What follows belongs to an exercise in optimizing a design on an open flow for small area and a short achievable clock period; a production flow would make more cautious choices. Function was checked by simulation only, so behaviour that the tests miss may differ from the original. Power and IR drop assume default switching activity.

[design/flow/config.mk]
export PLATFORM = sky130hd
export DESIGN_NAME = mac_pipe_real
export DESIGN_NICKNAME = mac_pipe_real
export VERILOG_FILES = /design/flow/design.v
export SDC_FILE = /design/flow/constraint.sdc
export NUM_CORES = 4
export LEC_CHECK = 0
export ABC_AREA = 1
export CAP_MARGIN = 20
export CORE_MARGIN = 2
export CORE_UTILIZATION = 40
export SLEW_MARGIN = 20
export TNS_END_PERCENT = 20
[design/flow/constraint.sdc]
create_clock -name core_clock -period 10.0 [get_ports {clk}]
set_input_delay 2.0000 -clock core_clock [delete_from_list [all_inputs] [get_ports {clk}]]
set_output_delay 2.0000 -clock core_clock [all_outputs]
set_load 0.01 [all_outputs]
[design/flow/design.v]
package mac_pipe_real_pkg;
  localparam logic MODE_MUL = 1'b0;
  localparam logic MODE_ACC = 1'b1;
  function automatic logic signed [63:0] sat_max(input int width);
    sat_max = (64'sd1 <<< (width - 1)) - 64'sd1;
  endfunction
  function automatic logic signed [63:0] sat_min(input int width);
    sat_min = 64'sd0 - (64'sd1 <<< (width - 1));
  endfunction
  function automatic int align_shift(input int a_exp, input int b_exp, input int c_exp);
    align_shift = (a_exp + b_exp) - c_exp;
  endfunction
endpackage
module mac_mul_cs (
  input  logic [15:0] a,
  input  logic [15:0] b,
  output logic [27:0] cs0,
  output logic [27:0] cs1,
  output logic        cin
);
  wire k1;
  wire k2;
  wire k3;
  wire k4;
  wire k5;
  wire k6;
  wire k7;
  wire s8;
  wire c9;
  wire s10;
  wire c11;
  wire s12;
  wire c13;
  wire s14;
  wire c15;
  wire s16;
  wire c17;
  wire s18;
  wire c19;
  wire s20;
  wire c21;
  wire s22;
  wire c23;
  wire s24;
  wire c25;
  wire s26;
  wire c27;
  wire s28;
  wire c29;
  wire s30;
  wire c31;
  wire s32;
  wire c33;
  wire s34;
  wire c35;
  wire s36;
  wire c37;
  wire s38;
  wire c39;
  wire s40;
  wire c41;
  wire s42;
  wire c43;
  wire s44;
  wire c45;
  wire s46;
  wire c47;
  wire s48;
  wire c49;
  wire s50;
  wire c51;
  wire s52;
  wire c53;
  wire s54;
  wire c55;
  wire s56;
  wire c57;
  wire s58;
  wire c59;
  wire s60;
  wire c61;
  wire s62;
  wire c63;
  wire s64;
  wire c65;
  wire s66;
  wire c67;
  wire s68;
  wire c69;
  wire s70;
  wire c71;
  wire s72;
  wire c73;
  wire s74;
  wire c75;
  wire s76;
  wire c77;
  wire s78;
  wire c79;
  wire s80;
  wire c81;
  wire s82;
  wire c83;
  wire s84;
  wire c85;
  wire s86;
  wire c87;
  wire s88;
  wire c89;
  wire s90;
  wire c91;
  wire s92;
  wire c93;
  wire s94;
  wire c95;
  wire s96;
  wire c97;
  wire s98;
  wire c99;
  wire s100;
  wire c101;
  wire s102;
  wire c103;
  wire s104;
  wire c105;
  wire s106;
  wire c107;
  wire s108;
  wire c109;
  wire s110;
  wire c111;
  wire s112;
  wire c113;
  wire s114;
  wire c115;
  wire s116;
  wire c117;
  wire s118;
  wire c119;
  wire s120;
  wire c121;
  wire s122;
  wire c123;
  wire s124;
  wire c125;
  wire s126;
  wire c127;
  wire s128;
  wire c129;
  wire s130;
  wire c131;
  wire s132;
  wire c133;
  wire s134;
  wire c135;
  wire s136;
  wire c137;
  wire s138;
  wire c139;
  wire s140;
  wire c141;
  wire s142;
  wire c143;
  wire s144;
  wire c145;
  wire s146;
  wire c147;
  wire s148;
  wire c149;
  wire s150;
  wire c151;
  wire s152;
  wire c153;
  wire s154;
  wire c155;
  wire s156;
  wire c157;
  wire s158;
  wire c159;
  wire s160;
  wire c161;
  wire s162;
  wire c163;
  wire s164;
  wire c165;
  wire s166;
  wire c167;
  wire s168;
  wire c169;
  wire s170;
  wire c171;
  wire s172;
  wire c173;
  wire s174;
  wire c175;
  wire s176;
  wire c177;
  wire s178;
  wire c179;
  wire s180;
  wire c181;
  wire s182;
  wire c183;
  wire s184;
  wire c185;
  wire s186;
  wire c187;
  wire s188;
  wire c189;
  wire s190;
  wire c191;
  wire s192;
  wire c193;
  wire s194;
  wire c195;
  wire s196;
  wire c197;
  wire s198;
  wire c199;
  wire s200;
  wire c201;
  wire s202;
  wire c203;
  wire s204;
  wire c205;
  wire s206;
  wire c207;
  wire s208;
  wire c209;
  wire s210;
  wire c211;
  wire s212;
  wire c213;
  wire s214;
  wire c215;
  wire s216;
  wire c217;
  wire s218;
  wire c219;
  wire s220;
  wire c221;
  wire s222;
  wire c223;
  wire s224;
  wire c225;
  wire s226;
  wire c227;
  wire s228;
  wire c229;
  wire s230;
  wire c231;
  wire s232;
  wire c233;
  wire s234;
  wire c235;
  wire s236;
  wire c237;
  wire s238;
  wire c239;
  wire lc240;
  wire lc241;
  wire lc242;
  wire lc243;
  wire one0 = b[0] ^ 1'b0;
  wire two0 = (b[1] & ~b[0] & ~1'b0) | (~b[1] & b[0] & 1'b0);
  wire neg0 = b[1];
  wire one1 = b[2] ^ b[1];
  wire two1 = (b[3] & ~b[2] & ~b[1]) | (~b[3] & b[2] & b[1]);
  wire neg1 = b[3];
  wire one2 = b[4] ^ b[3];
  wire two2 = (b[5] & ~b[4] & ~b[3]) | (~b[5] & b[4] & b[3]);
  wire neg2 = b[5];
  wire one3 = b[6] ^ b[5];
  wire two3 = (b[7] & ~b[6] & ~b[5]) | (~b[7] & b[6] & b[5]);
  wire neg3 = b[7];
  wire one4 = b[8] ^ b[7];
  wire two4 = (b[9] & ~b[8] & ~b[7]) | (~b[9] & b[8] & b[7]);
  wire neg4 = b[9];
  wire one5 = b[10] ^ b[9];
  wire two5 = (b[11] & ~b[10] & ~b[9]) | (~b[11] & b[10] & b[9]);
  wire neg5 = b[11];
  wire one6 = b[12] ^ b[11];
  wire two6 = (b[13] & ~b[12] & ~b[11]) | (~b[13] & b[12] & b[11]);
  wire neg6 = b[13];
  wire one7 = b[14] ^ b[13];
  wire two7 = (b[15] & ~b[14] & ~b[13]) | (~b[15] & b[14] & b[13]);
  wire neg7 = b[15];
  wire pp0_0 = ((one0 & a[0]) | (two0 & 1'b0)) ^ neg0;
  wire pp0_1 = ((one0 & a[1]) | (two0 & a[0])) ^ neg0;
  wire pp0_2 = ((one0 & a[2]) | (two0 & a[1])) ^ neg0;
  wire pp0_3 = ((one0 & a[3]) | (two0 & a[2])) ^ neg0;
  wire pp0_4 = ((one0 & a[4]) | (two0 & a[3])) ^ neg0;
  wire pp0_5 = ((one0 & a[5]) | (two0 & a[4])) ^ neg0;
  wire pp0_6 = ((one0 & a[6]) | (two0 & a[5])) ^ neg0;
  wire pp0_7 = ((one0 & a[7]) | (two0 & a[6])) ^ neg0;
  wire pp0_8 = ((one0 & a[8]) | (two0 & a[7])) ^ neg0;
  wire pp0_9 = ((one0 & a[9]) | (two0 & a[8])) ^ neg0;
  wire pp0_10 = ((one0 & a[10]) | (two0 & a[9])) ^ neg0;
  wire pp0_11 = ((one0 & a[11]) | (two0 & a[10])) ^ neg0;
  wire pp0_12 = ((one0 & a[12]) | (two0 & a[11])) ^ neg0;
  wire pp0_13 = ((one0 & a[13]) | (two0 & a[12])) ^ neg0;
  wire pp0_14 = ((one0 & a[14]) | (two0 & a[13])) ^ neg0;
  wire pp0_15 = ((one0 & a[15]) | (two0 & a[14])) ^ neg0;
  wire pp0_16 = ((one0 & a[15]) | (two0 & a[15])) ^ neg0;
  wire pp1_0 = ((one1 & a[0]) | (two1 & 1'b0)) ^ neg1;
  wire pp1_1 = ((one1 & a[1]) | (two1 & a[0])) ^ neg1;
  wire pp1_2 = ((one1 & a[2]) | (two1 & a[1])) ^ neg1;
  wire pp1_3 = ((one1 & a[3]) | (two1 & a[2])) ^ neg1;
  wire pp1_4 = ((one1 & a[4]) | (two1 & a[3])) ^ neg1;
  wire pp1_5 = ((one1 & a[5]) | (two1 & a[4])) ^ neg1;
  wire pp1_6 = ((one1 & a[6]) | (two1 & a[5])) ^ neg1;
  wire pp1_7 = ((one1 & a[7]) | (two1 & a[6])) ^ neg1;
  wire pp1_8 = ((one1 & a[8]) | (two1 & a[7])) ^ neg1;
  wire pp1_9 = ((one1 & a[9]) | (two1 & a[8])) ^ neg1;
  wire pp1_10 = ((one1 & a[10]) | (two1 & a[9])) ^ neg1;
  wire pp1_11 = ((one1 & a[11]) | (two1 & a[10])) ^ neg1;
  wire pp1_12 = ((one1 & a[12]) | (two1 & a[11])) ^ neg1;
  wire pp1_13 = ((one1 & a[13]) | (two1 & a[12])) ^ neg1;
  wire pp1_14 = ((one1 & a[14]) | (two1 & a[13])) ^ neg1;
  wire pp1_15 = ((one1 & a[15]) | (two1 & a[14])) ^ neg1;
  wire pp1_16 = ((one1 & a[15]) | (two1 & a[15])) ^ neg1;
  wire pp2_0 = ((one2 & a[0]) | (two2 & 1'b0)) ^ neg2;
  wire pp2_1 = ((one2 & a[1]) | (two2 & a[0])) ^ neg2;
  wire pp2_2 = ((one2 & a[2]) | (two2 & a[1])) ^ neg2;
  wire pp2_3 = ((one2 & a[3]) | (two2 & a[2])) ^ neg2;
  wire pp2_4 = ((one2 & a[4]) | (two2 & a[3])) ^ neg2;
  wire pp2_5 = ((one2 & a[5]) | (two2 & a[4])) ^ neg2;
  wire pp2_6 = ((one2 & a[6]) | (two2 & a[5])) ^ neg2;
  wire pp2_7 = ((one2 & a[7]) | (two2 & a[6])) ^ neg2;
  wire pp2_8 = ((one2 & a[8]) | (two2 & a[7])) ^ neg2;
  wire pp2_9 = ((one2 & a[9]) | (two2 & a[8])) ^ neg2;
  wire pp2_10 = ((one2 & a[10]) | (two2 & a[9])) ^ neg2;
  wire pp2_11 = ((one2 & a[11]) | (two2 & a[10])) ^ neg2;
  wire pp2_12 = ((one2 & a[12]) | (two2 & a[11])) ^ neg2;
  wire pp2_13 = ((one2 & a[13]) | (two2 & a[12])) ^ neg2;
  wire pp2_14 = ((one2 & a[14]) | (two2 & a[13])) ^ neg2;
  wire pp2_15 = ((one2 & a[15]) | (two2 & a[14])) ^ neg2;
  wire pp2_16 = ((one2 & a[15]) | (two2 & a[15])) ^ neg2;
  wire pp3_0 = ((one3 & a[0]) | (two3 & 1'b0)) ^ neg3;
  wire pp3_1 = ((one3 & a[1]) | (two3 & a[0])) ^ neg3;
  wire pp3_2 = ((one3 & a[2]) | (two3 & a[1])) ^ neg3;
  wire pp3_3 = ((one3 & a[3]) | (two3 & a[2])) ^ neg3;
  wire pp3_4 = ((one3 & a[4]) | (two3 & a[3])) ^ neg3;
  wire pp3_5 = ((one3 & a[5]) | (two3 & a[4])) ^ neg3;
  wire pp3_6 = ((one3 & a[6]) | (two3 & a[5])) ^ neg3;
  wire pp3_7 = ((one3 & a[7]) | (two3 & a[6])) ^ neg3;
  wire pp3_8 = ((one3 & a[8]) | (two3 & a[7])) ^ neg3;
  wire pp3_9 = ((one3 & a[9]) | (two3 & a[8])) ^ neg3;
  wire pp3_10 = ((one3 & a[10]) | (two3 & a[9])) ^ neg3;
  wire pp3_11 = ((one3 & a[11]) | (two3 & a[10])) ^ neg3;
  wire pp3_12 = ((one3 & a[12]) | (two3 & a[11])) ^ neg3;
  wire pp3_13 = ((one3 & a[13]) | (two3 & a[12])) ^ neg3;
  wire pp3_14 = ((one3 & a[14]) | (two3 & a[13])) ^ neg3;
  wire pp3_15 = ((one3 & a[15]) | (two3 & a[14])) ^ neg3;
  wire pp3_16 = ((one3 & a[15]) | (two3 & a[15])) ^ neg3;
  wire pp4_0 = ((one4 & a[0]) | (two4 & 1'b0)) ^ neg4;
  wire pp4_1 = ((one4 & a[1]) | (two4 & a[0])) ^ neg4;
  wire pp4_2 = ((one4 & a[2]) | (two4 & a[1])) ^ neg4;
  wire pp4_3 = ((one4 & a[3]) | (two4 & a[2])) ^ neg4;
  wire pp4_4 = ((one4 & a[4]) | (two4 & a[3])) ^ neg4;
  wire pp4_5 = ((one4 & a[5]) | (two4 & a[4])) ^ neg4;
  wire pp4_6 = ((one4 & a[6]) | (two4 & a[5])) ^ neg4;
  wire pp4_7 = ((one4 & a[7]) | (two4 & a[6])) ^ neg4;
  wire pp4_8 = ((one4 & a[8]) | (two4 & a[7])) ^ neg4;
  wire pp4_9 = ((one4 & a[9]) | (two4 & a[8])) ^ neg4;
  wire pp4_10 = ((one4 & a[10]) | (two4 & a[9])) ^ neg4;
  wire pp4_11 = ((one4 & a[11]) | (two4 & a[10])) ^ neg4;
  wire pp4_12 = ((one4 & a[12]) | (two4 & a[11])) ^ neg4;
  wire pp4_13 = ((one4 & a[13]) | (two4 & a[12])) ^ neg4;
  wire pp4_14 = ((one4 & a[14]) | (two4 & a[13])) ^ neg4;
  wire pp4_15 = ((one4 & a[15]) | (two4 & a[14])) ^ neg4;
  wire pp4_16 = ((one4 & a[15]) | (two4 & a[15])) ^ neg4;
  wire pp5_0 = ((one5 & a[0]) | (two5 & 1'b0)) ^ neg5;
  wire pp5_1 = ((one5 & a[1]) | (two5 & a[0])) ^ neg5;
  wire pp5_2 = ((one5 & a[2]) | (two5 & a[1])) ^ neg5;
  wire pp5_3 = ((one5 & a[3]) | (two5 & a[2])) ^ neg5;
  wire pp5_4 = ((one5 & a[4]) | (two5 & a[3])) ^ neg5;
  wire pp5_5 = ((one5 & a[5]) | (two5 & a[4])) ^ neg5;
  wire pp5_6 = ((one5 & a[6]) | (two5 & a[5])) ^ neg5;
  wire pp5_7 = ((one5 & a[7]) | (two5 & a[6])) ^ neg5;
  wire pp5_8 = ((one5 & a[8]) | (two5 & a[7])) ^ neg5;
  wire pp5_9 = ((one5 & a[9]) | (two5 & a[8])) ^ neg5;
  wire pp5_10 = ((one5 & a[10]) | (two5 & a[9])) ^ neg5;
  wire pp5_11 = ((one5 & a[11]) | (two5 & a[10])) ^ neg5;
  wire pp5_12 = ((one5 & a[12]) | (two5 & a[11])) ^ neg5;
  wire pp5_13 = ((one5 & a[13]) | (two5 & a[12])) ^ neg5;
  wire pp5_14 = ((one5 & a[14]) | (two5 & a[13])) ^ neg5;
  wire pp5_15 = ((one5 & a[15]) | (two5 & a[14])) ^ neg5;
  wire pp5_16 = ((one5 & a[15]) | (two5 & a[15])) ^ neg5;
  wire pp6_0 = ((one6 & a[0]) | (two6 & 1'b0)) ^ neg6;
  wire pp6_1 = ((one6 & a[1]) | (two6 & a[0])) ^ neg6;
  wire pp6_2 = ((one6 & a[2]) | (two6 & a[1])) ^ neg6;
  wire pp6_3 = ((one6 & a[3]) | (two6 & a[2])) ^ neg6;
  wire pp6_4 = ((one6 & a[4]) | (two6 & a[3])) ^ neg6;
  wire pp6_5 = ((one6 & a[5]) | (two6 & a[4])) ^ neg6;
  wire pp6_6 = ((one6 & a[6]) | (two6 & a[5])) ^ neg6;
  wire pp6_7 = ((one6 & a[7]) | (two6 & a[6])) ^ neg6;
  wire pp6_8 = ((one6 & a[8]) | (two6 & a[7])) ^ neg6;
  wire pp6_9 = ((one6 & a[9]) | (two6 & a[8])) ^ neg6;
  wire pp6_10 = ((one6 & a[10]) | (two6 & a[9])) ^ neg6;
  wire pp6_11 = ((one6 & a[11]) | (two6 & a[10])) ^ neg6;
  wire pp6_12 = ((one6 & a[12]) | (two6 & a[11])) ^ neg6;
  wire pp6_13 = ((one6 & a[13]) | (two6 & a[12])) ^ neg6;
  wire pp6_14 = ((one6 & a[14]) | (two6 & a[13])) ^ neg6;
  wire pp6_15 = ((one6 & a[15]) | (two6 & a[14])) ^ neg6;
  wire pp6_16 = ((one6 & a[15]) | (two6 & a[15])) ^ neg6;
  wire pp7_0 = ((one7 & a[0]) | (two7 & 1'b0)) ^ neg7;
  wire pp7_1 = ((one7 & a[1]) | (two7 & a[0])) ^ neg7;
  wire pp7_2 = ((one7 & a[2]) | (two7 & a[1])) ^ neg7;
  wire pp7_3 = ((one7 & a[3]) | (two7 & a[2])) ^ neg7;
  wire pp7_4 = ((one7 & a[4]) | (two7 & a[3])) ^ neg7;
  wire pp7_5 = ((one7 & a[5]) | (two7 & a[4])) ^ neg7;
  wire pp7_6 = ((one7 & a[6]) | (two7 & a[5])) ^ neg7;
  wire pp7_7 = ((one7 & a[7]) | (two7 & a[6])) ^ neg7;
  wire pp7_8 = ((one7 & a[8]) | (two7 & a[7])) ^ neg7;
  wire pp7_9 = ((one7 & a[9]) | (two7 & a[8])) ^ neg7;
  wire pp7_10 = ((one7 & a[10]) | (two7 & a[9])) ^ neg7;
  wire pp7_11 = ((one7 & a[11]) | (two7 & a[10])) ^ neg7;
  wire pp7_12 = ((one7 & a[12]) | (two7 & a[11])) ^ neg7;
  wire pp7_13 = ((one7 & a[13]) | (two7 & a[12])) ^ neg7;
  wire pp7_14 = ((one7 & a[14]) | (two7 & a[13])) ^ neg7;
  wire pp7_15 = ((one7 & a[15]) | (two7 & a[14])) ^ neg7;
  wire pp7_16 = ((one7 & a[15]) | (two7 & a[15])) ^ neg7;
  assign k1 = ~(pp1_14);
  assign k2 = ~(pp1_14);
  assign k3 = ~(pp2_15);
  assign k4 = ~(pp3_15);
  assign k5 = ~(pp4_15);
  assign k6 = ~(pp5_15);
  assign k7 = ~(pp7_15);
  assign s8 = neg5 ^ pp0_10;
  assign c9 = neg5 & pp0_10;
  assign s10 = pp0_11 ^ pp1_9;
  assign c11 = pp0_11 & pp1_9;
  assign s12 = neg6 ^ pp0_12 ^ pp1_10;
  assign c13 = (neg6 & pp0_12) | (neg6 & pp1_10) | (pp0_12 & pp1_10);
  assign s14 = pp2_8 ^ pp3_6;
  assign c15 = pp2_8 & pp3_6;
  assign s16 = pp0_13 ^ pp1_11 ^ pp2_9;
  assign c17 = (pp0_13 & pp1_11) | (pp0_13 & pp2_9) | (pp1_11 & pp2_9);
  assign s18 = pp3_7 ^ pp4_5;
  assign c19 = pp3_7 & pp4_5;
  assign s20 = neg7 ^ pp0_14 ^ pp1_12;
  assign c21 = (neg7 & pp0_14) | (neg7 & pp1_12) | (pp0_14 & pp1_12);
  assign s22 = pp2_10 ^ pp3_8 ^ pp4_6;
  assign c23 = (pp2_10 & pp3_8) | (pp2_10 & pp4_6) | (pp3_8 & pp4_6);
  assign s24 = pp5_4 ^ pp6_2;
  assign c25 = pp5_4 & pp6_2;
  assign s26 = pp0_15 ^ pp1_13 ^ pp2_11;
  assign c27 = (pp0_15 & pp1_13) | (pp0_15 & pp2_11) | (pp1_13 & pp2_11);
  assign s28 = pp3_9 ^ pp4_7 ^ pp5_5;
  assign c29 = (pp3_9 & pp4_7) | (pp3_9 & pp5_5) | (pp4_7 & pp5_5);
  assign s30 = pp6_3 ^ pp7_1;
  assign c31 = pp6_3 & pp7_1;
  assign s32 = pp2_12 ^ pp3_10 ^ pp4_8;
  assign c33 = (pp2_12 & pp3_10) | (pp2_12 & pp4_8) | (pp3_10 & pp4_8);
  assign s34 = pp5_6 ^ pp6_4 ^ pp7_2;
  assign c35 = (pp5_6 & pp6_4) | (pp5_6 & pp7_2) | (pp6_4 & pp7_2);
  assign s36 = ~pp0_16 ^ k1;
  assign c37 = ~pp0_16 & k1;
  assign s38 = pp1_15 ^ pp2_13 ^ pp3_11;
  assign c39 = (pp1_15 & pp2_13) | (pp1_15 & pp3_11) | (pp2_13 & pp3_11);
  assign s40 = pp4_9 ^ pp5_7 ^ pp6_5;
  assign c41 = (pp4_9 & pp5_7) | (pp4_9 & pp6_5) | (pp5_7 & pp6_5);
  assign s42 = pp7_3 ^ k2;
  assign c43 = pp7_3 & k2;
  assign s44 = pp1_14 ^ pp2_14 ^ pp3_12;
  assign c45 = (pp1_14 & pp2_14) | (pp1_14 & pp3_12) | (pp2_14 & pp3_12);
  assign s46 = pp4_10 ^ pp5_8 ^ pp6_6;
  assign c47 = (pp4_10 & pp5_8) | (pp4_10 & pp6_6) | (pp5_8 & pp6_6);
  assign s48 = pp7_4 ^ ~pp1_16;
  assign c49 = pp7_4 & ~pp1_16;
  assign s50 = pp3_13 ^ pp4_11 ^ pp5_9;
  assign c51 = (pp3_13 & pp4_11) | (pp3_13 & pp5_9) | (pp4_11 & pp5_9);
  assign s52 = pp6_7 ^ pp7_5;
  assign c53 = pp6_7 & pp7_5;
  assign s54 = pp2_15 ^ pp3_14 ^ pp4_12;
  assign c55 = (pp2_15 & pp3_14) | (pp2_15 & pp4_12) | (pp3_14 & pp4_12);
  assign s56 = pp5_10 ^ pp6_8;
  assign c57 = pp5_10 & pp6_8;
  assign s58 = pp4_13 ^ pp5_11;
  assign c59 = pp4_13 & pp5_11;
  assign s60 = pp3_15 ^ pp4_14;
  assign c61 = pp3_15 & pp4_14;
  assign s62 = neg3 ^ pp0_6;
  assign c63 = neg3 & pp0_6;
  assign s64 = pp0_7 ^ pp1_5;
  assign c65 = pp0_7 & pp1_5;
  assign s66 = neg4 ^ pp0_8 ^ pp1_6;
  assign c67 = (neg4 & pp0_8) | (neg4 & pp1_6) | (pp0_8 & pp1_6);
  assign s68 = pp2_4 ^ pp3_2;
  assign c69 = pp2_4 & pp3_2;
  assign s70 = pp0_9 ^ pp1_7 ^ pp2_5;
  assign c71 = (pp0_9 & pp1_7) | (pp0_9 & pp2_5) | (pp1_7 & pp2_5);
  assign s72 = pp3_3 ^ pp4_1;
  assign c73 = pp3_3 & pp4_1;
  assign s74 = pp1_8 ^ pp2_6 ^ pp3_4;
  assign c75 = (pp1_8 & pp2_6) | (pp1_8 & pp3_4) | (pp2_6 & pp3_4);
  assign s76 = pp4_2 ^ pp5_0 ^ s8;
  assign c77 = (pp4_2 & pp5_0) | (pp4_2 & s8) | (pp5_0 & s8);
  assign s78 = pp2_7 ^ pp3_5 ^ pp4_3;
  assign c79 = (pp2_7 & pp3_5) | (pp2_7 & pp4_3) | (pp3_5 & pp4_3);
  assign s80 = pp5_1 ^ c9 ^ s10;
  assign c81 = (pp5_1 & c9) | (pp5_1 & s10) | (c9 & s10);
  assign s82 = pp4_4 ^ pp5_2 ^ pp6_0;
  assign c83 = (pp4_4 & pp5_2) | (pp4_4 & pp6_0) | (pp5_2 & pp6_0);
  assign s84 = c11 ^ s14 ^ s12;
  assign c85 = (c11 & s14) | (c11 & s12) | (s14 & s12);
  assign s86 = pp5_3 ^ pp6_1 ^ c15;
  assign c87 = (pp5_3 & pp6_1) | (pp5_3 & c15) | (pp6_1 & c15);
  assign s88 = s18 ^ c13 ^ s16;
  assign c89 = (s18 & c13) | (s18 & s16) | (c13 & s16);
  assign s90 = pp7_0 ^ c19 ^ s24;
  assign c91 = (pp7_0 & c19) | (pp7_0 & s24) | (c19 & s24);
  assign s92 = c17 ^ s20 ^ s22;
  assign c93 = (c17 & s20) | (c17 & s22) | (s20 & s22);
  assign s94 = c25 ^ s30 ^ c21;
  assign c95 = (c25 & s30) | (c25 & c21) | (s30 & c21);
  assign s96 = c23 ^ s26 ^ s28;
  assign c97 = (c23 & s26) | (c23 & s28) | (s26 & s28);
  assign s98 = c31 ^ s36 ^ c27;
  assign c99 = (c31 & s36) | (c31 & c27) | (s36 & c27);
  assign s100 = c29 ^ s32 ^ s34;
  assign c101 = (c29 & s32) | (c29 & s34) | (s32 & s34);
  assign s102 = c37 ^ s42 ^ c33;
  assign c103 = (c37 & s42) | (c37 & c33) | (s42 & c33);
  assign s104 = c35 ^ s38 ^ s40;
  assign c105 = (c35 & s38) | (c35 & s40) | (s38 & s40);
  assign s106 = c43 ^ s48 ^ c39;
  assign c107 = (c43 & s48) | (c43 & c39) | (s48 & c39);
  assign s108 = c41 ^ s44 ^ s46;
  assign c109 = (c41 & s44) | (c41 & s46) | (s44 & s46);
  assign s110 = k3 ^ c49 ^ s52;
  assign c111 = (k3 & c49) | (k3 & s52) | (c49 & s52);
  assign s112 = c45 ^ c47 ^ s50;
  assign c113 = (c45 & c47) | (c45 & s50) | (c47 & s50);
  assign s114 = pp7_6 ^ ~pp2_16 ^ c53;
  assign c115 = (pp7_6 & ~pp2_16) | (pp7_6 & c53) | (~pp2_16 & c53);
  assign s116 = s56 ^ c51 ^ s54;
  assign c117 = (s56 & c51) | (s56 & s54) | (c51 & s54);
  assign s118 = pp6_9 ^ pp7_7 ^ k4;
  assign c119 = (pp6_9 & pp7_7) | (pp6_9 & k4) | (pp7_7 & k4);
  assign s120 = c57 ^ s58 ^ c55;
  assign c121 = (c57 & s58) | (c57 & c55) | (s58 & c55);
  assign s122 = pp5_12 ^ pp6_10 ^ pp7_8;
  assign c123 = (pp5_12 & pp6_10) | (pp5_12 & pp7_8) | (pp6_10 & pp7_8);
  assign s124 = ~pp3_16 ^ c59 ^ s60;
  assign c125 = (~pp3_16 & c59) | (~pp3_16 & s60) | (c59 & s60);
  assign s126 = pp5_13 ^ pp6_11 ^ pp7_9;
  assign c127 = (pp5_13 & pp6_11) | (pp5_13 & pp7_9) | (pp6_11 & pp7_9);
  assign s128 = k5 ^ c61;
  assign c129 = k5 & c61;
  assign s130 = pp4_15 ^ pp5_14 ^ pp6_12;
  assign c131 = (pp4_15 & pp5_14) | (pp4_15 & pp6_12) | (pp5_14 & pp6_12);
  assign s132 = pp7_10 ^ ~pp4_16;
  assign c133 = pp7_10 & ~pp4_16;
  assign s134 = pp6_13 ^ pp7_11;
  assign c135 = pp6_13 & pp7_11;
  assign s136 = pp5_15 ^ pp6_14;
  assign c137 = pp5_15 & pp6_14;
  assign s138 = neg2 ^ pp0_4;
  assign c139 = neg2 & pp0_4;
  assign s140 = pp0_5 ^ pp1_3;
  assign c141 = pp0_5 & pp1_3;
  assign s142 = pp1_4 ^ pp2_2 ^ pp3_0;
  assign c143 = (pp1_4 & pp2_2) | (pp1_4 & pp3_0) | (pp2_2 & pp3_0);
  assign s144 = pp2_3 ^ pp3_1 ^ c63;
  assign c145 = (pp2_3 & pp3_1) | (pp2_3 & c63) | (pp3_1 & c63);
  assign s146 = pp4_0 ^ c65 ^ s68;
  assign c147 = (pp4_0 & c65) | (pp4_0 & s68) | (c65 & s68);
  assign s148 = c69 ^ s72 ^ c67;
  assign c149 = (c69 & s72) | (c69 & c67) | (s72 & c67);
  assign s150 = c73 ^ c71 ^ s74;
  assign c151 = (c73 & c71) | (c73 & s74) | (c71 & s74);
  assign s152 = c75 ^ s78 ^ c77;
  assign c153 = (c75 & s78) | (c75 & c77) | (s78 & c77);
  assign s154 = c79 ^ s82 ^ c81;
  assign c155 = (c79 & s82) | (c79 & c81) | (s82 & c81);
  assign s156 = c83 ^ s86 ^ c85;
  assign c157 = (c83 & s86) | (c83 & c85) | (s86 & c85);
  assign s158 = c87 ^ s90 ^ c89;
  assign c159 = (c87 & s90) | (c87 & c89) | (s90 & c89);
  assign s160 = c91 ^ s94 ^ c93;
  assign c161 = (c91 & s94) | (c91 & c93) | (s94 & c93);
  assign s162 = c95 ^ s98 ^ c97;
  assign c163 = (c95 & s98) | (c95 & c97) | (s98 & c97);
  assign s164 = c99 ^ s102 ^ c101;
  assign c165 = (c99 & s102) | (c99 & c101) | (s102 & c101);
  assign s166 = c103 ^ s106 ^ c105;
  assign c167 = (c103 & s106) | (c103 & c105) | (s106 & c105);
  assign s168 = s110 ^ c107 ^ c109;
  assign c169 = (s110 & c107) | (s110 & c109) | (c107 & c109);
  assign s170 = s114 ^ c111 ^ c113;
  assign c171 = (s114 & c111) | (s114 & c113) | (c111 & c113);
  assign s172 = s118 ^ c115 ^ s120;
  assign c173 = (s118 & c115) | (s118 & s120) | (c115 & s120);
  assign s174 = s122 ^ c119 ^ s124;
  assign c175 = (s122 & c119) | (s122 & s124) | (c119 & s124);
  assign s176 = c123 ^ s126 ^ s128;
  assign c177 = (c123 & s126) | (c123 & s128) | (s126 & s128);
  assign s178 = s132 ^ c127 ^ s130;
  assign c179 = (s132 & c127) | (s132 & s130) | (c127 & s130);
  assign s180 = k6 ^ c133 ^ s134;
  assign c181 = (k6 & c133) | (k6 & s134) | (c133 & s134);
  assign s182 = pp7_12 ^ ~pp5_16 ^ c135;
  assign c183 = (pp7_12 & ~pp5_16) | (pp7_12 & c135) | (~pp5_16 & c135);
  assign s184 = pp6_15 ^ pp7_13;
  assign c185 = pp6_15 & pp7_13;
  assign s186 = neg1 ^ pp0_2;
  assign c187 = neg1 & pp0_2;
  assign s188 = pp0_3 ^ pp1_1;
  assign c189 = pp0_3 & pp1_1;
  assign s190 = pp1_2 ^ pp2_0 ^ s138;
  assign c191 = (pp1_2 & pp2_0) | (pp1_2 & s138) | (pp2_0 & s138);
  assign s192 = pp2_1 ^ c139 ^ s140;
  assign c193 = (pp2_1 & c139) | (pp2_1 & s140) | (c139 & s140);
  assign s194 = c141 ^ s62 ^ s142;
  assign c195 = (c141 & s62) | (c141 & s142) | (s62 & s142);
  assign s196 = s64 ^ c143 ^ s144;
  assign c197 = (s64 & c143) | (s64 & s144) | (c143 & s144);
  assign s198 = s66 ^ c145 ^ s146;
  assign c199 = (s66 & c145) | (s66 & s146) | (c145 & s146);
  assign s200 = s70 ^ c147 ^ s148;
  assign c201 = (s70 & c147) | (s70 & s148) | (c147 & s148);
  assign s202 = s76 ^ c149 ^ s150;
  assign c203 = (s76 & c149) | (s76 & s150) | (c149 & s150);
  assign s204 = s80 ^ c151 ^ s152;
  assign c205 = (s80 & c151) | (s80 & s152) | (c151 & s152);
  assign s206 = s84 ^ c153 ^ s154;
  assign c207 = (s84 & c153) | (s84 & s154) | (c153 & s154);
  assign s208 = s88 ^ c155 ^ s156;
  assign c209 = (s88 & c155) | (s88 & s156) | (c155 & s156);
  assign s210 = s92 ^ c157 ^ s158;
  assign c211 = (s92 & c157) | (s92 & s158) | (c157 & s158);
  assign s212 = s96 ^ c159 ^ s160;
  assign c213 = (s96 & c159) | (s96 & s160) | (c159 & s160);
  assign s214 = s100 ^ c161 ^ s162;
  assign c215 = (s100 & c161) | (s100 & s162) | (c161 & s162);
  assign s216 = s104 ^ c163 ^ s164;
  assign c217 = (s104 & c163) | (s104 & s164) | (c163 & s164);
  assign s218 = s108 ^ c165 ^ s166;
  assign c219 = (s108 & c165) | (s108 & s166) | (c165 & s166);
  assign s220 = s112 ^ c167 ^ s168;
  assign c221 = (s112 & c167) | (s112 & s168) | (c167 & s168);
  assign s222 = s116 ^ c169 ^ s170;
  assign c223 = (s116 & c169) | (s116 & s170) | (c169 & s170);
  assign s224 = c117 ^ c171 ^ s172;
  assign c225 = (c117 & c171) | (c117 & s172) | (c171 & s172);
  assign s226 = c121 ^ s174 ^ c173;
  assign c227 = (c121 & s174) | (c121 & c173) | (s174 & c173);
  assign s228 = c125 ^ s176 ^ c175;
  assign c229 = (c125 & s176) | (c125 & c175) | (s176 & c175);
  assign s230 = c129 ^ s178 ^ c177;
  assign c231 = (c129 & s178) | (c129 & c177) | (s178 & c177);
  assign s232 = c131 ^ s180 ^ c179;
  assign c233 = (c131 & s180) | (c131 & c179) | (s180 & c179);
  assign s234 = s136 ^ s182 ^ c181;
  assign c235 = (s136 & s182) | (s136 & c181) | (s182 & c181);
  assign s236 = c137 ^ s184 ^ c183;
  assign c237 = (c137 & s184) | (c137 & c183) | (s184 & c183);
  assign s238 = pp7_14 ^ ~pp6_16 ^ c185;
  assign c239 = (pp7_14 & ~pp6_16) | (pp7_14 & c185) | (~pp6_16 & c185);
  assign lc240 = (neg0 & pp0_0) | (neg0 & 1'b0) | (pp0_0 & 1'b0);
  assign lc241 = (pp0_1 & 1'b0) | (pp0_1 & lc240) | (1'b0 & lc240);
  assign lc242 = (pp1_0 & s186) | (pp1_0 & lc241) | (s186 & lc241);
  assign lc243 = (c187 & s188) | (c187 & lc242) | (s188 & lc242);
  assign cs0 = {1'b1, pp7_15, k7, s238, c235, s234, s232, s230, s228, c225, c223, c221, c219, c217, c215, c213, c211, c209, c207, c205, c203, c201, c199, c197, c195, c193, c191, c189};
  assign cs1 = {1'b0, ~pp7_16, c239, c237, s236, c233, c231, c229, c227, s226, s224, s222, s220, s218, s216, s214, s212, s210, s208, s206, s204, s202, s200, s198, s196, s194, s192, s190};
  assign cin = lc243;
endmodule
module mac_acc_sat (
  input  logic [27:0] cs0,
  input  logic [27:0] cs1,
  input  logic        cin,
  input  logic [23:0] acc,
  input  logic        acc_hit,
  input  logic        acc_sgn,
  input  logic        add_acc,
  output logic [23:0] res,
  output logic        hit,
  output logic        sgn
);
  wire [23:0] acc_e = acc_hit ? {acc_sgn, {23{~acc_sgn}}} : acc;
  wire [23:0] acc_g = add_acc ? acc_e : 24'd0;
  wire [27:0] accr = {4'b0000, ~acc_g[23], acc_g[22:0]};
  wire [27:0] y0 = cs0 ^ cs1 ^ accr;
  wire [27:0] y1 = {((cs0[26:0] & cs1[26:0]) | (cs0[26:0] & accr[26:0]) | (cs1[26:0] & accr[26:0])), cin};
  wire [27:0] g0 = y0 & y1;
  wire [27:0] p0 = y0 ^ y1;
  wire pg1 = g0[1] | (p0[1] & g0[0]);
  wire pg2 = g0[3] | (p0[3] & g0[2]);
  wire pp2 = p0[3] & p0[2];
  wire pg3 = g0[5] | (p0[5] & g0[4]);
  wire pp3 = p0[5] & p0[4];
  wire pg4 = g0[7] | (p0[7] & g0[6]);
  wire pp4 = p0[7] & p0[6];
  wire pg5 = g0[9] | (p0[9] & g0[8]);
  wire pp5 = p0[9] & p0[8];
  wire pg6 = g0[11] | (p0[11] & g0[10]);
  wire pp6 = p0[11] & p0[10];
  wire pg7 = g0[13] | (p0[13] & g0[12]);
  wire pp7 = p0[13] & p0[12];
  wire pg8 = g0[15] | (p0[15] & g0[14]);
  wire pp8 = p0[15] & p0[14];
  wire pg9 = g0[17] | (p0[17] & g0[16]);
  wire pp9 = p0[17] & p0[16];
  wire pg10 = g0[19] | (p0[19] & g0[18]);
  wire pp10 = p0[19] & p0[18];
  wire pg11 = g0[21] | (p0[21] & g0[20]);
  wire pp11 = p0[21] & p0[20];
  wire pg12 = g0[23] | (p0[23] & g0[22]);
  wire pp12 = p0[23] & p0[22];
  wire pg13 = g0[25] | (p0[25] & g0[24]);
  wire pp13 = p0[25] & p0[24];
  wire pg14 = g0[27] | (p0[27] & g0[26]);
  wire pp14 = p0[27] & p0[26];
  wire pg15 = g0[2] | (p0[2] & pg1);
  wire pg16 = pg2 | (pp2 & pg1);
  wire pg17 = g0[6] | (p0[6] & pg3);
  wire pp17 = p0[6] & pp3;
  wire pg18 = pg4 | (pp4 & pg3);
  wire pp18 = pp4 & pp3;
  wire pg19 = g0[10] | (p0[10] & pg5);
  wire pp19 = p0[10] & pp5;
  wire pg20 = pg6 | (pp6 & pg5);
  wire pp20 = pp6 & pp5;
  wire pg21 = g0[14] | (p0[14] & pg7);
  wire pp21 = p0[14] & pp7;
  wire pg22 = pg8 | (pp8 & pg7);
  wire pp22 = pp8 & pp7;
  wire pg23 = g0[18] | (p0[18] & pg9);
  wire pp23 = p0[18] & pp9;
  wire pg24 = pg10 | (pp10 & pg9);
  wire pp24 = pp10 & pp9;
  wire pg25 = g0[22] | (p0[22] & pg11);
  wire pp25 = p0[22] & pp11;
  wire pg26 = pg12 | (pp12 & pg11);
  wire pp26 = pp12 & pp11;
  wire pg27 = g0[26] | (p0[26] & pg13);
  wire pp27 = p0[26] & pp13;
  wire pg28 = pg14 | (pp14 & pg13);
  wire pp28 = pp14 & pp13;
  wire pg29 = g0[4] | (p0[4] & pg16);
  wire pg30 = pg3 | (pp3 & pg16);
  wire pg31 = pg17 | (pp17 & pg16);
  wire pg32 = pg18 | (pp18 & pg16);
  wire pg33 = g0[12] | (p0[12] & pg20);
  wire pp33 = p0[12] & pp20;
  wire pg34 = pg7 | (pp7 & pg20);
  wire pp34 = pp7 & pp20;
  wire pg35 = pg21 | (pp21 & pg20);
  wire pp35 = pp21 & pp20;
  wire pg36 = pg22 | (pp22 & pg20);
  wire pp36 = pp22 & pp20;
  wire pg37 = g0[20] | (p0[20] & pg24);
  wire pp37 = p0[20] & pp24;
  wire pg38 = pg11 | (pp11 & pg24);
  wire pp38 = pp11 & pp24;
  wire pg39 = pg25 | (pp25 & pg24);
  wire pp39 = pp25 & pp24;
  wire pg40 = pg26 | (pp26 & pg24);
  wire pp40 = pp26 & pp24;
  wire pg41 = g0[8] | (p0[8] & pg32);
  wire pg42 = pg5 | (pp5 & pg32);
  wire pg43 = pg19 | (pp19 & pg32);
  wire pg44 = pg20 | (pp20 & pg32);
  wire pg45 = pg33 | (pp33 & pg32);
  wire pg46 = pg34 | (pp34 & pg32);
  wire pg47 = pg35 | (pp35 & pg32);
  wire pg48 = pg36 | (pp36 & pg32);
  wire pg49 = g0[24] | (p0[24] & pg40);
  wire pp49 = p0[24] & pp40;
  wire pg50 = pg13 | (pp13 & pg40);
  wire pp50 = pp13 & pp40;
  wire pg51 = pg27 | (pp27 & pg40);
  wire pp51 = pp27 & pp40;
  wire pg52 = pg28 | (pp28 & pg40);
  wire pp52 = pp28 & pp40;
  wire pg53 = g0[16] | (p0[16] & pg48);
  wire pg54 = pg9 | (pp9 & pg48);
  wire pg55 = pg23 | (pp23 & pg48);
  wire pg56 = pg24 | (pp24 & pg48);
  wire pg57 = pg37 | (pp37 & pg48);
  wire pg58 = pg38 | (pp38 & pg48);
  wire pg59 = pg39 | (pp39 & pg48);
  wire pg60 = pg40 | (pp40 & pg48);
  wire pg61 = pg49 | (pp49 & pg48);
  wire pg62 = pg50 | (pp50 & pg48);
  wire pg63 = pg51 | (pp51 & pg48);
  wire pg64 = pg52 | (pp52 & pg48);
  wire pg65 = g0[2] | (p0[2] & g0[1]);
  wire pp65 = p0[2] & p0[1];
  wire pg66 = pg65 | (pp65 & g0[0]);
  wire pg67 = g0[4] | (p0[4] & g0[3]);
  wire pp67 = p0[4] & p0[3];
  wire pg68 = pg67 | (pp67 & pg66);
  wire pg69 = g0[8] | (p0[8] & g0[7]);
  wire pp69 = p0[8] & p0[7];
  wire pg70 = pg69 | (pp69 & pg31);
  wire pg71 = g0[16] | (p0[16] & g0[15]);
  wire pp71 = p0[16] & p0[15];
  wire pg72 = pg71 | (pp71 & pg47);
  wire [27:0] s = {(p0[27] ^ pg63), (p0[26] ^ pg62), (p0[25] ^ pg61), (p0[24] ^ pg60), (p0[23] ^ pg59), (p0[22] ^ pg58), (p0[21] ^ pg57), (p0[20] ^ pg56), (p0[19] ^ pg55), (p0[18] ^ pg54), (p0[17] ^ pg72), (p0[16] ^ pg48), (p0[15] ^ pg47), (p0[14] ^ pg46), (p0[13] ^ pg45), (p0[12] ^ pg44), (p0[11] ^ pg43), (p0[10] ^ pg42), (p0[9] ^ pg70), (p0[8] ^ pg32), (p0[7] ^ pg31), (p0[6] ^ pg30), (p0[5] ^ pg68), (p0[4] ^ pg16), (p0[3] ^ pg66), (p0[2] ^ pg1), (p0[1] ^ g0[0]), p0[0]};
  assign hit = ~(&s[27:23]) & (|s[27:23]);
  assign sgn = s[27];
  assign res = s[23:0];
endmodule
module mac_pipe_real
#(
  parameter int N_CH       = 4,
  parameter int PIPE_DEPTH = 2,
  parameter int a_width    = 16,
  parameter int a_exponent = -8,
  parameter int b_width    = 16,
  parameter int b_exponent = -8,
  parameter int c_width    = 24,
  parameter int c_exponent = -12
) (
  input  logic                      clk,
  input  logic                      rst,
  input  logic                      cke,
  input  logic                      mode,
  input  logic                      clr,
  input  logic                      in_valid,
  input  logic [N_CH*a_width-1:0]   a,
  input  logic [N_CH*b_width-1:0]   b,
  output logic                      out_valid,
  output logic [N_CH*c_width-1:0]   c,
  output logic [N_CH-1:0]           sat
);
  logic                    s1_vld;
  logic                    s1_clr;
  logic                    s1_mode;
  logic [27:0]             s1_cs0 [N_CH];
  logic [27:0]             s1_cs1 [N_CH];
  logic [N_CH-1:0]         s1_cin;
  logic [27:0]             mul_cs0 [N_CH];
  logic [27:0]             mul_cs1 [N_CH];
  logic [N_CH-1:0]         mul_cin;
  always_ff @(posedge clk) begin
    if (rst) begin
      s1_vld <= 1'b0;
      s1_clr <= 1'b0;
    end else if (cke) begin
      s1_vld <= in_valid;
      s1_clr <= clr;
    end
  end
  for (genvar k = 0; k < N_CH; k++) begin : g_mul
    mac_mul_cs u_mul (
      .a   (a[k*a_width +: a_width]),
      .b   (b[k*b_width +: b_width]),
      .cs0 (mul_cs0[k]),
      .cs1 (mul_cs1[k]),
      .cin (mul_cin[k])
    );
  end
  always_ff @(posedge clk) begin
    if (cke) begin
      s1_mode <= mode;
      for (int k = 0; k < N_CH; k++) begin
        s1_cs0[k] <= mul_cs0[k];
        s1_cs1[k] <= mul_cs1[k];
      end
      s1_cin  <= mul_cin;
    end
  end
  logic [c_width-1:0] acc_raw [N_CH];
  logic [N_CH-1:0]    acc_hit;
  logic [N_CH-1:0]    acc_sgn;
  logic [c_width-1:0] lane_res [N_CH];
  logic [N_CH-1:0]    lane_hit;
  logic [N_CH-1:0]    lane_sgn;
  logic               acc_vld;
  logic               add_acc;
  logic               upd_acc;
  assign add_acc = s1_mode & ~s1_clr & acc_vld;
  assign upd_acc = s1_mode | s1_clr;
  for (genvar k = 0; k < N_CH; k++) begin : g_lane
    mac_acc_sat u_lane (
      .cs0     (s1_cs0[k]),
      .cs1     (s1_cs1[k]),
      .cin     (s1_cin[k]),
      .acc     (acc_raw[k]),
      .acc_hit (acc_hit[k]),
      .acc_sgn (acc_sgn[k]),
      .add_acc (add_acc),
      .res     (lane_res[k]),
      .hit     (lane_hit[k]),
      .sgn     (lane_sgn[k])
    );
  end
  logic [c_width-1:0] c_raw [N_CH];
  logic [N_CH-1:0]    c_hit;
  logic [N_CH-1:0]    c_sgn;
  always_ff @(posedge clk) begin
    if (cke) begin
      for (int k = 0; k < N_CH; k++) c_raw[k] <= lane_res[k];
      c_hit <= lane_hit;
      c_sgn <= lane_sgn;
    end
  end
  always_comb begin
    for (int k = 0; k < N_CH; k++)
      c[k*c_width +: c_width] = c_hit[k] ? {c_sgn[k], {(c_width-1){~c_sgn[k]}}} : c_raw[k];
  end
  always_ff @(posedge clk) begin
    if (rst) begin
      out_valid <= 1'b0;
      acc_vld   <= 1'b0;
      sat       <= '0;
    end else if (cke) begin
      out_valid <= s1_vld;
      if (s1_vld) begin
        if (upd_acc) acc_vld <= 1'b1;
        for (int k = 0; k < N_CH; k++) sat[k] <= (sat[k] & ~s1_clr) | lane_hit[k];
      end else if (s1_clr) begin
        acc_vld <= 1'b0;
        sat     <= '0;
      end
    end
  end
  always_ff @(posedge clk) begin
    if (cke && s1_vld && upd_acc) begin
      for (int k = 0; k < N_CH; k++) begin
        acc_raw[k] <= lane_res[k];
        acc_hit[k] <= lane_hit[k];
        acc_sgn[k] <= lane_sgn[k];
      end
    end
  end
endmodule
[design/flow/flow/run.sh]
#!/bin/bash
set -e
export SETUP_SLACK_MARGIN=5.3
export BUFFER_PORTS_ARGS="-buffer_cell sky130_fd_sc_hd__buf_4"
R=orfs/results/sky130hd/mac_pipe_real/base
bash standard.sh synth > synth.log 2>&1
python3 flow/polarity.py $R/1_2_yosys.v > polarity.log 2>&1
rm -f $R/1_synth.odb $R/1_synth.sdc
bash standard.sh finish > standard.log 2>&1
[design/flow/flow/polarity.py]
#!/usr/bin/env python3
"""Remove inverters around full-adder cells in a mapped sky130 netlist.

A full adder is self-dual: FA(~a, ~b, ~c) = (~sum, ~cout). Synthesis often leaves
inverters between full adders (and between flip-flops, full adders and half adders);
this script chooses, for every full adder, whether it computes the true or the
complemented function so as to need as few inverters as possible, then rebuilds the
inverters: at most one per signal, only where a consumer needs the other polarity.
Only combinational inverter cells and full adders are touched; flip-flops are not.
Usage: polarity.py NETLIST.v   (rewrites the file in place, prints a summary)
"""
import re
import sys

path = sys.argv[1]
txt = open(path).read()

mstart = txt.index('module ')
hdr_end = txt.index(';', mstart) + 1
body_end = txt.rindex('endmodule')
header = txt[:hdr_end]
body = txt[hdr_end:body_end]
tail = txt[body_end:]

# split body into statements
stmts = []
for m in re.finditer(r'[^;]*;', body, re.S):
    stmts.append(m.group(0))

cell_re = re.compile(r'^\s*(sky130_fd_sc_hd__\w+)\s+(\S+)\s*\((.*)\)\s*;\s*$', re.S)
pin_re = re.compile(r'\.(\w+)\s*\(\s*([^()]*?)\s*\)')

OUTPINS = {'X', 'Y', 'Q', 'Q_N', 'SUM', 'COUT', 'HI', 'LO'}
cells = []   # dict(type,name,pins(list of (pin,net)), idx)
others = []  # (idx, text)
special_nets = set()   # nets appearing in assigns or ports
for i, s in enumerate(stmts):
    m = cell_re.match(s)
    if m:
        pins = pin_re.findall(m.group(3))
        cells.append({'type': m.group(1), 'name': m.group(2), 'pins': [(p, n.strip()) for p, n in pins], 'idx': i})
    else:
        others.append((i, s))
        st = s.strip()
        if st.startswith('assign'):
            for n in re.findall(r'[\\\w\[\]\.$]+', st[len('assign'):]):
                special_nets.add(n)
        if re.match(r'^\s*(input|output|inout)\b', s):
            decl = re.sub(r'^\s*(input|output|inout)\s*(\[[^\]]*\])?', '', s).strip().rstrip(';')
            for n in decl.split(','):
                special_nets.add(n.strip())

def base_name(n):
    return re.sub(r'\[\d+\]$', '', n)

def is_special(n):
    return n in special_nets or base_name(n) in special_nets

def is_inv(c):
    return re.match(r'sky130_fd_sc_hd__(inv|clkinv)_\d+$', c['type']) is not None

def is_fa(c):
    return re.match(r'sky130_fd_sc_hd__fa_\d+$', c['type']) is not None

# drivers
driver = {}
for c in cells:
    for p, n in c['pins']:
        if p in OUTPINS:
            driver[n] = c

# managed inverters: plain inverter whose output net is not special
inv_out = {}
for c in cells:
    if is_inv(c):
        d = dict(c['pins'])
        if not is_special(d['Y']):
            c['managed'] = True
            inv_out[d['Y']] = d['A']

def drive(t):
    return int(re.search(r'_(\d+)$', t).group(1))

def resolve(n):
    """net -> (base net, parity) through managed inverters"""
    par = 0
    seen = 0
    while n in inv_out and seen < 100:
        n = inv_out[n]
        par ^= 1
        seen += 1
    return n, par

# strongest inverter cell that inverted each base net, reused when rebuilding
inv_type = {}
for c in cells:
    if c.get('managed'):
        b, _ = resolve(dict(c['pins'])['A'])
        t = c['type']
        if b not in inv_type or drive(t) > drive(inv_type[b]):
            inv_type[b] = t

fas = [c for c in cells if is_fa(c)]
fa_of_out = {}
for k, c in enumerate(fas):
    c['k'] = k
    for p, n in c['pins']:
        if p in ('SUM', 'COUT'):
            fa_of_out[n] = k

# consumers per base net: list of (cell, pin, parity, fa index or None)
cons = {}
for c in cells:
    if c.get('managed'):
        continue
    for p, n in c['pins']:
        if p in OUTPINS:
            continue
        if n.startswith("1'b") or n == '':
            continue
        b, par = resolve(n)
        cons.setdefault(b, []).append((c, p, par, c['k'] if is_fa(c) else None))
# special nets driven by managed inverter? excluded by construction. Special nets read
# through assigns: treat as fixed consumers of polarity 0 of their own net.
for n in list(special_nets):
    pass

flip = [0] * len(fas)

def group_cost(b):
    src = flip[fa_of_out[b]] if b in fa_of_out else 0
    need = set()
    for c, p, par, k in cons.get(b, []):
        q = par ^ (flip[k] if k is not None else 0)
        need.add(q)
    # special nets that are base nets themselves need their true value on the net
    if is_special(b):
        need.add(0)
    return 1 if (need - {src}) else 0

def fa_groups(k):
    c = fas[k]
    gs = set()
    for p, n in c['pins']:
        if p in ('SUM', 'COUT'):
            gs.add(n)
        else:
            if n.startswith("1'b"):
                continue
            gs.add(resolve(n)[0])
    return gs

groups_of = [fa_groups(k) for k in range(len(fas))]
before = sum(group_cost(b) for b in cons)
n_inv_before = sum(1 for c in cells if c.get('managed'))
changed = True
it = 0
while changed and it < 50:
    changed = False
    it += 1
    for k in range(len(fas)):
        gs = groups_of[k]
        c0 = sum(group_cost(b) for b in gs)
        flip[k] ^= 1
        c1 = sum(group_cost(b) for b in gs)
        if c1 < c0:
            changed = True
        else:
            flip[k] ^= 1
after = sum(group_cost(b) for b in cons)

# rebuild
new_inv = {}
inv_fanout = {}
new_stmts = []
cnt = 0
def inv_net(b):
    global cnt
    if b not in new_inv:
        cnt += 1
        nn = f"polinv_n{cnt}"
        new_inv[b] = (nn, f"polinv_i{cnt}")
    return new_inv[b][0]

for b, lst in cons.items():
    src = flip[fa_of_out[b]] if b in fa_of_out else 0
    for c, p, par, k in lst:
        q = par ^ (flip[k] if k is not None else 0)
        net = b if q == src else inv_net(b)
        if net != b:
            inv_fanout[b] = inv_fanout.get(b, 0) + 1
        c.setdefault('newpins', {})[p] = net
    if is_special(b) and src != 0:
        raise SystemExit(f"special net {b} would be complemented")

def esc(n):
    return n + " " if n.startswith("\\") else n

out_body = []
for i, s in enumerate(stmts):
    out_body.append(None)
for i, s in others:
    out_body[i] = s
for c in cells:
    if c.get('managed'):
        out_body[c['idx']] = ''
        continue
    np = c.get('newpins', {})
    pins = ",\n".join(f"    .{p}({esc(np.get(p, n))})" for p, n in c['pins'])
    out_body[c['idx']] = f"\n  {c['type']} {c['name']} (\n{pins}\n  );"
extra = []
for b, (nn, iname) in new_inv.items():
    extra.append(f"\n  wire {nn};")
for b, (nn, iname) in new_inv.items():
    t = inv_type.get(b, "sky130_fd_sc_hd__inv_1")
    fo = inv_fanout.get(b, 1)
    want = 1 if fo <= 4 else (2 if fo <= 10 else 4)
    if drive(t) < want:
        t = f"sky130_fd_sc_hd__inv_{want}"
    extra.append(f"\n  {t} {iname} (\n    .A({esc(b)}),\n    .Y({nn})\n  );")
# wire declarations go first: insert extra wires right after header, cells at the end
res = header + "".join(extra[:len(new_inv)]) + "".join(x for x in out_body if x) + "".join(extra[len(new_inv):]) + "\n" + tail
open(path, 'w').write(res)
print(f"full adders {len(fas)}, flipped {sum(flip)}; inverters {n_inv_before} -> {len(new_inv)} (model {before} -> {after})")
[design/flow/standard.sh]
#!/bin/bash
# synth_recipe.tcl (not shown) runs the flow's synth.tcl, then flattens the netlist and writes it again
# the make line also repeats each setting of config.mk as NAME=value (left out here)
make -C /OpenROAD-flow-scripts/flow DESIGN_CONFIG=/design/flow/config.mk WORK_HOME=/design/flow/orfs CLKGATE_MAP_FILE= SYNTH_SCRIPT=/design/flow/synth_recipe.tcl "${@:-finish}"
==> flow_summary.toml, run 1 <==
[timing]
slew_headroom = 0.383
max_freq_mhz = 211
report.final.hold_viol_count = 0
setup_tns_ns = 0
rsz0062_at_grt = "true"
finalSetupViolations = 0
maxSlewViolCount = 0
skew_ns = 0.0150
period_needed_ns = 4.74
fin_crit_sh = 0.474
worstMarginPinSlew_ns = 0.926
fin_ws_ns = 5.26

[cells_and_area]
fin_area_sq_um = 47800
num_antenna_cells = 0
final_cells = 5664
drive_above_1_share = 0.203
area_growth_pct = 15.5
nNetsFinal = 5058
utilization = 0.464
nFillCells = 9741

[worst_setup_path]
crit_start = "b[29]"
cp-end-kind = "flop"
r2r_end = "c_hit[0]"
required_ns = 10.39
slowest_stage = "fa_1"
crit_path_end = "s1_cs1[1][14]"
rr_worst_depth = 24
startpoint_type = "input pin"
worstPathArrival_ns = 5.13
cpMostUsedCell = "fa_1"
critical_path.top_delay_family = "adder cells"
r2r_slack_ns = 5.70
r2r_start = "s1_clr"
crit_cells = 10
crit_type = "in -> reg"
cp_max_fo = 16
crit_chain = "buf_4 > inv_8 > o21ai_4 > o22ai_1 > xor2_1 > fa_1 > fa_2 > fa_1 > fa_1 > inv_1"
path_buf_inv = 3
slowest_delay_ns = 0.50

[drt]
wl_microns = 109000
viasPerCell = 5.24
drc = 0
antenna_left = 0
drt-initial-drc-count = 1945
drtPass1Iterations = 5
wl_per_cell_microns = 19.2
vias = 29707

[floorplanning]
die-area_sq_um = 106000
initial_core_util = 0.402
pin_count = 235
core_area_sq_um = 103000
num_rows = 118
die-height_microns = 326
die_x_microns = 326

[placed_design]
dp_cells = 5481
dpl_cell_area_sq_um = 45200
dp_hpwl_microns = 79600
gp_congestion = 0.915
dp_slack_ns = 4.28
portBuffers = 234

[worst_hold_path]
min_from = "out_valid"
hp-class = "reg -> reg"

[power_and_ir_drop]
power_density_nw_per_um2 = 299
leakage_uw = 0.0211
irDropWorstVdd_mv = 0.158

[global_route]
overflow = 0
groute.usage.overall = 0.205
grt_pass1_wl_microns = 174000
grt_max_degree = 141
first_global_vias = 30624
antenna_found_initial = 1

[clock_tree]
numCtsBuffers = 54
clock_latency_ns = 0.64
cts.sinks = 437
clk_pin_slew_ns = 0.06
clockBufferDepth = 3
cts-root-buf = "clkbuf_16"
htreeDepth = 2
holdBufCountCts = 0
cts_tree = "yes"

[status]
status = "no timing/DRC/antenna violations"

[logic_synthesis]
netlist_area_sq_um = 41400
syn-mean-instance-area_sq_um = 10.1
ys.warnings.count = 12
syn_nets = 4902
synthCells = 4084

[flow_run]
max_cap_violations = 0
-- layout make-up --
cell class                      instances  area (sq um)  area share
Timing Repair Buffer                  319          2540      0.0531
Multi-Input combinational cell       2885         26600       0.557
Inverter                              538          2140      0.0446
Clock inverter                         40           343     0.00717
Timing Repair inverter                  5          30.0    0.000628
Sequential cell                       437         13000       0.273
Tap cell                             1380          1730      0.0361
Clock buffer                           60          1400      0.0292
-- worst reg2reg max path, cell delays in order (launching register included) --
cell and delay, ns:
dfxtp_1 0.35, inv_2 0.09, nand3_2 0.14, clkinv_4 0.18, nand2_2 0.22, clkinvlp_4 0.21
o21ai_0 0.12, inv_1 0.07, fa_1 0.43, ha_1 0.24, fa_1 0.47, nand2_1 0.09
nand2_1 0.09, nand3_1 0.11, nand2_2 0.13, nand2_2 0.11, nand2_4 0.12, nand2_4 0.13
nand2_2 0.05, nand2_1 0.06, nand2_1 0.05, nor2_1 0.13, nand3_2 0.08, nand2_1 0.27
inv_1 0.10
-- metrics by stage --
stage / hold slack [ns] / power [uW]
2_1_floorplan: 0.448 / 9970
3_3_place_gp: 0.456 / 12200
3_5_place_dp: 0.461 / 12500
4_1_cts: 0.471 / 14500
5_1_grt: 0.493 / 15800
6_report: 0.471 / 14300
-- per-layer routing --
layer | track usage | up-vias | routed length (microns)
met5 | 0 | - | 0
met4 | 0.0516 | 0 | 2750
met3 | 0.0295 | 155 | 5570
met2 | 0.337 | 815 | 51300
met1 | 0.286 | 14755 | 49100
li1 | - | 13982 | -
-- report_power, final --
part           internal, uW  switching (uW)  total (uW)
registers              3680             311        3990
clock network          1130             815        1950
logic                  3390            4980        8370
total                  8200            6100       14300
-- flip-flops by register name, summed over array words and instances, names as in the netlist --
register and cells:
s1_cs0 108, s1_cs1 108, acc_raw 96, c_raw 96
acc_hit 4, acc_sgn 4, c_hit 4, c_sgn 4
s1_cin 4, sat 4, acc_vld 1, out_valid 1
s1_clr 1, s1_mode 1, s1_vld 1
-- timing repair --
action / 4_1_cts / 5_1_grt
pin swaps: 5 / 21
resized for setup: 11 / 37
gates cloned: 3 / 2
endpoints found under the setup margin: 103 / 113
setup buffers: 23 / 55
-- placed cells by master, fill, tap and decap left out, types with 5 or more instances in the layout --
cell type and count:
clkbuf_16 55, o22ai_2 33, ha_1 224, nand3_1 57, inv_2 118, bufinv_16 5, a211oi_1 21, edfxtp_1 429
inv_4 16, xnor2_1 28, a31o_2 8, inv_1 390, a21oi_2 9, clkinv_2 11, nand2_2 83, nand2_1 483
a21oi_1 97, nand2_4 37, fa_1 415, nor2_2 21, o22ai_1 438, clkinv_1 13, clkinvlp_4 15, dfxtp_1 8
buf_12 10, xor2_1 549, nor2_1 102, o21ai_0 112, clkbuf_1 5, fa_2 45, xor2_2 7, o21ai_4 28
maj3_1 7, o21bai_1 12, nor2_4 27, buf_4 304, nand3_2 10
-- worst min-delay path by stage --
stage          cells after the start  slack (ns)   endpoint
2_1_floorplan                      2        0.45     s1_vld
3_3_place_gp                       2        0.46    acc_vld
3_5_place_dp                       2        0.46  out_valid
4_1_cts                            2        0.47  out_valid
5_1_grt                            2        0.49  out_valid
6_report                           2        0.47  out_valid
==> run 2: changes to the inputs <==
--- a/design/flow/flow/run.sh
+++ b/design/flow/flow/run.sh
@@ -2,4 +2,4 @@
 set -e
-export SETUP_SLACK_MARGIN=5.3
-export BUFFER_PORTS_ARGS="-buffer_cell sky130_fd_sc_hd__buf_4"
+export SETUP_SLACK_MARGIN=5.5
+export BUFFER_PORTS_ARGS="-buffer_cell sky130_fd_sc_hd__buf_2"
 R=orfs/results/sky130hd/mac_pipe_real/base
==> run 2 against run 1 <==
  * Hold slack lost 0.0025 ns
  * Register-to-register slack improved by 0.09 ns
  * Global-route usage grew 0.054 points
  * Total power decreased by 0.52%
  * Fmax up 4.0%
  * First-iteration DRC count grew 11%
  * Clock power is essentially flat
  * Synthesized area unchanged
  * Sequential cell count unchanged
  * Critical path depth grew 2
  * Clock-buffer cell count is 1 higher
  * Final area rose by 0.70%
==> flow_summary.toml, run 2 <==
[status]
status = "no timing/DRC/antenna violations"

[floorplanning]
pin_count = 235
initial_core_util = 0.402
die_x_microns = 326
die-height_microns = 326
core_area_sq_um = 103000
die-area_sq_um = 106000
num_rows = 118

[drt]
drtPass1Iterations = 6
drc = 0
vias = 30107
viasPerCell = 5.29
wl_microns = 109000
drt-initial-drc-count = 2164
wl_per_cell_microns = 19.2
antenna_left = 0

[worst_setup_path]
cp-end-kind = "flop"
r2r_slack_ns = 5.79
startpoint_type = "input pin"
cpMostUsedCell = "fa_1"
rr_worst_depth = 24
crit_type = "in -> reg"
slowest_delay_ns = 0.51
cp_max_fo = 13
slowest_stage = "fa_1"
crit_chain = "buf_6 > inv_4 > nand2_2 > o21ai_4 > buf_12 > o22ai_2 > xor2_1 > inv_1 > ha_4 > fa_1 > fa_1 > fa_1"
required_ns = 10.39
worstPathArrival_ns = 4.94

[timing]
setup_tns_ns = 0
period_needed_ns = 4.56
skew_ns = 0.0423
worstMarginPinSlew_ns = 0.956
maxSlewViolCount = 0
fin_ws_ns = 5.44
rsz0062_at_grt = "true"
finalSetupViolations = 0
fin_crit_sh = 0.456
report.final.hold_viol_count = 0
worst_hold_slack_ns = 0.468
slew_headroom = 0.362
max_freq_mhz = 219

[cells_and_area]
nFillCells = 9671
drive_above_1_share = 0.214
nNetsFinal = 5089
mostFrequentLayoutCell = "xor2_1"
biggestRegsByFlops = "s1_cs0: 108 flops, s1_cs1: 108 flops"
most-common-layout-cells = "545 x xor2_1, 479 x nand2_1, 429 x edfxtp_1, 427 x o22ai_1, 410 x fa_1"
seq_area_sq_um = 13000
multi_input_area_sq_um = 27000
final_cells = 5692
area_growth_pct = 16.3
utilization = 0.468

[clock_tree]
holdBufCountCts = 0
clockBufferDepth = 3
cts-root-buf = "clkbuf_16"
cts.sinks = 437
numCtsBuffers = 53
clock_latency_ns = 0.65
clk_pin_slew_ns = 0.06
cts_tree = "yes"
htreeDepth = 2

[global_route]
grt_busiest_layer = "met2"
grt_max_degree = 146
use_met2 = 0.335
groute.usage.overall = 0.206
overflow = 0
globalRouteMet3Util = 0.0270
first_global_vias = 30888
grtUsageMet1 = 0.290
grt_pass1_wl_microns = 174000
antenna_found_initial = 2

[logic_synthesis]
ys.warnings.count = 12
synthCells = 4084
syn_nets = 4902
netlist_area_sq_um = 41400
syn-mean-instance-area_sq_um = 10.1

[worst_hold_path]
hp-class = "reg -> reg"
whs_path_depth = 2

[power_and_ir_drop]
power_density_nw_per_um2 = 295
irDropWorstVdd_mv = 0.179
leakage_uw = 0.0213

[flow_run]
max_cap_violations = 0

[placed_design]
gp_congestion = 0.885
dp_hpwl_microns = 79000
dp_cells = 5481
portBuffers = 234
dp_slack_ns = 4.09
-- run 2: cell types whose count changed in the layout (fill, tap and decap cells not counted), moves of 10 or more --
| cell | change |
|---|---|
| buf_4 | -202 |
| inv_2 | -10 |
| o22ai_1 | -11 |
| buf_2 | +201 |
| o22ai_2 | +11 |
| buf_8 | +10 |
| nand2_2 | -11 |
-- run 2: worst paths after layout --
check / from / end
max reg2reg: s1_clr / acc_hit[1]
max: b[23] / s1_cs1[1][18]
min: out_valid / out_valid
min reg2reg: out_valid / out_valid
-- run 2: through the flow --
stage	power [uW]	area, sq um
3_3_place_gp	12000	44700
3_5_place_dp	12300	44700
2_1_floorplan	9980	43200
5_1_grt	15700	48200
6_report	14200	48200
4_1_cts	14400	47400
-- run 2: layer usage --
metal  vias to the layer above  part of all wire
met2                       934              0.47
met4                         4             0.024
met5                         -           0.00021
met3                       161             0.054
li1                      14064                 -
met1                     14944              0.45
-- run 2: timing repair --
action,CTS,global route
pin swaps,28,44
endpoints found under the setup margin,207,140
setup buffers,81,24
gates resized for setup,79,124
gates cloned,4,6
-- run 2: critical path: cells and delay by family --
kind	cells	cell delay [ns]
compound gates	2	0.14
xor+xnor	1	0.38
fa+ha+maj	4	1.65
buf+inv	4	0.64
simple gates	1	0.10
-- run 2: layout make-up --
class                   count  share of cell area
repair buffers            346              0.0513
clock inverters            34             0.00789
multi-input cells        2888               0.559
well taps                1380              0.0358
inverters                 538              0.0457
repair inverters            7            0.000935
flip-flops and latches    437               0.271
diodes                      1           0.0000519
clock buffers              61              0.0281
-- run 2: where the power goes --
| part | internal (uW) | switching, uW |
|---|---|---|
| logic | 3300 | 4980 |
| clock network | 1150 | 810 |
| registers | 3680 | 307 |
| total | 8140 | 6100 |

## port drivers added, routing unchanged
The flow's constraints put no driver on any port. The routed layouts listed below were extracted and timed again, unchanged, in two steps. Step 1, drivers: a clkbuf_16 drives clk and a buf_2 each remaining input, both assumed. Step 2 times the ports against the registers' clock, not the clock port: input delays grow and output delays shrink by t, the midpoint of the rising clock arrivals with the driver on. Slacks: ideal ports / drivers / drivers and shift; pairs: ideal ports / drivers.
| run | t (ns) | setup WS [ns] | clock arrival spread, ns | worst slew at a driven data input, ns | cell pins on the clock port's net |
|---|---|---|---|---|---|
| run 1 | 0.693 | 5.259 / 5.297 / 4.605 | 0.019 / 0.019 | 0.07 | 1 |
| run 2 | 0.699 | 5.443 / 5.473 / 4.774 | 0.042 / 0.042 | 0.10 | 1 |
After both steps every run listed still meets setup and hold. For run 2, which loses most, drivers alone change the setup slack by +0.030 ns; drivers and shift together by -0.669 ns.
